From an optimization exercise on the open Yosys and OpenROAD flow, aimed at small area, a short achievable clock period and few clock cycles per item; shortcuts taken in it are not production practice.
At most, simulation tests tie the RTL to the original design; equivalence was not proved.
Power figures rest on the tool's default switching activity, not on a simulated workload.

## old
==> flow/design.v (excerpt) <==
module precompute_pipe (
  input  logic    clk,
  input  logic    rst,
  input  logic    in_pass,
  input  logic [3:0]  in_op,
  input  logic [2:0]  in_ra0,
  input  logic [2:0]  in_ra1,
  input  logic [2:0]  in_wa,
  input  logic [15:0] in_imm,
  input  logic    hold,
  output logic    in_accept,
  output logic    out_vld,
  output logic [2:0]  out_wa,
  output logic [31:0] out_wdata
);
  logic [19:0] in_enc;
  logic        h_vld;
  logic [19:0] h_enc;
  logic        h_adv;
  issue_stage i_issue_stage (
    .in_op  (pipe_pkg::opcode_t'(in_op)),
    .in_ra0 (in_ra0),
    .in_ra1 (in_ra1),
    .in_wa  (in_wa),
    .in_imm (in_imm),
    .enc    (in_enc)
  );
  inst_queue #(.DEPTH(15 - 4)) i_inst_queue (
    .clk       (clk),
    .rst       (rst),
    .in_pass   (in_pass),
    .in_enc    (in_enc),
    .h_adv     (h_adv),
    .in_accept (in_accept),
    .h_vld     (h_vld),
    .h_enc     (h_enc)
  );
  exec_unit i_exec_unit (
    .clk       (clk),
    .rst       (rst),
    .hold      (hold),
    .h_vld     (h_vld),
    .h_enc     (h_enc),
    .h_adv     (h_adv),
    .out_vld   (out_vld),
    .out_wa    (out_wa),
    .out_wdata (out_wdata)
  );
endmodule
For scale: about 2,300 cells after synthesis, roughly 800 flip-flops, roughly 35,000 sq um of cells after synthesis.
Settings: LEC_CHECK=0, CAP_MARGIN=20, CORE_MARGIN=2, CORE_UTILIZATION=60, CTS_CLUSTER_DIAMETER=100, CTS_CLUSTER_SIZE=30, PLACE_DENSITY=0.75, SETUP_SLACK_MARGIN=2.2, SLEW_MARGIN=20; clock period 4.5 ns.
run.sh (not shown) runs the stock make flow with config.mk's settings and CLKGATE_MAP_FILE= SYNTH_SCRIPT=/design/flow/synth_recipe.tcl, a recipe that flattens the netlist after the stock synthesis.
old: flow completed, timing, DRC and antenna clean
Relative to old, the following input files were edited for new:
Settings: changing SETUP_SLACK_MARGIN from 2.2 to 2.4.
--- outcome ---
- Looking at the reports, new completed the entire flow and the layout it produced met the timing, design-rule and antenna checks.
- Summary of new over old: final area rose by about 2.8%; utilization +1.9 points.
- new vs old — slack of the critical path dropped 0.011 ns.
- Comparing old and new, power is lower on old.
- Fmax | new vs old | new slower
No functional check of the RTL was part of any run of this note.

Another version of the RTL of precompute_pipe (not shown whole).
Size: about 2500 cells after synthesis, about 900 flip-flops, about 0.038 mm² of cells after synthesis.
export LEC_CHECK = 0
export CAP_MARGIN = 20
export CORE_MARGIN = 2
export CORE_UTILIZATION = 55
export CTS_CLUSTER_DIAMETER = 100
export CTS_CLUSTER_SIZE = 30
export PLACE_DENSITY = 0.65
export SETUP_SLACK_MARGIN = 2.45
export SLEW_MARGIN = 20
create_clock -name core_clock -period 4.5 [get_ports {clk}]
The baseline finished clean.
Testbench counts at the start, summed over its fixed seeds: cycles 12,080, items 12,000.
Next try:
- CORE_UTILIZATION: 55 -> 65
- PLACE_DENSITY: 0.65 -> 0.7
Effect: The changed run completed with no timing, DRC or antenna violations; critical path depth stays the same; total power goes down by 0.61%; routed wire length goes down by 1.4%; clock skew stays flat; count of clock-buffer cells in the layout goes up by 3; die area goes down by 15%; sequential cell count does not change; core utilization goes up by 11 points; setup slack got worse by 0.018 ns; register-to-register slack barely changes; hold slack got worse by 0.016 ns.
Next try:
- CORE_UTILIZATION: 65 -> 55
What happened:
- final cell count rose by 4.8%
- cell area came out higher by 0.51%
- sequential power stays flat
- total power hardly moves
- area after synthesis stays the same
- count of clock-buffer cells in the layout goes down by 5
- critical path depth is unchanged
- wire length drops by 0.92%
Next try:
- CAP_MARGIN: 20 -> 0
- CORE_UTILIZATION: 55 -> 60
- PLACE_DENSITY: 0.7 -> 0.75
- SETUP_SLACK_MARGIN: 2.45 -> 2.4
- SLEW_MARGIN: 20 -> 0
Outcome: Total power barely changes. Design area drops by 0.47%. Setup slack loses 0.0080 ns. Worst hold slack got worse by 0.011 ns. Clock skew goes down by 0.010 ns. Core utilization rises by 5.3 points.

==> separate check: timing with driven ports <==
In the flow no input, the clock included, has a driving cell. The finished layouts below were timed again as built, in two steps. Step 1 assumes that a clkbuf_16 drives the clock port and a buf_2 every other input. Step 2 times the ports against the registers' clock, not the clock port: input delays grow and output delays shrink by t, the midpoint of the rising clock arrivals with the driver on. Three values: ideal ports, drivers, drivers and shift; two values: the first two.
run | t, ns | slack for setup (ns) | worst setup path after step 2 | slew at the worst register clock pin (ns)
old | 0.694 | 2.133 / 2.133 / 1.616 | input to register | 0.12 / 0.12
new | 0.710 | 2.122 / 2.122 / 1.815 | input to register | 0.12 / 0.12
the first run of note 2 | 0.648 | 2.415 / 2.411 / 1.784 | input to register | 0.12 / 0.12
the second run of note 2 | 0.653 | 2.397 / 2.399 / 1.746 | input to register | 0.12 / 0.12
the third run of note 2 | 0.660 | 2.436 / 2.412 / 1.801 | input to register | 0.11 / 0.11
the fourth run of note 2 | 0.657 | 2.429 / 2.376 / 1.772 | input to register | 0.12 / 0.12
After both steps setup and hold are still met in every run listed. The setup slack of the fourth run of note 2, which loses most, moves by -0.053 ns with the drivers and by -0.657 ns with both steps.
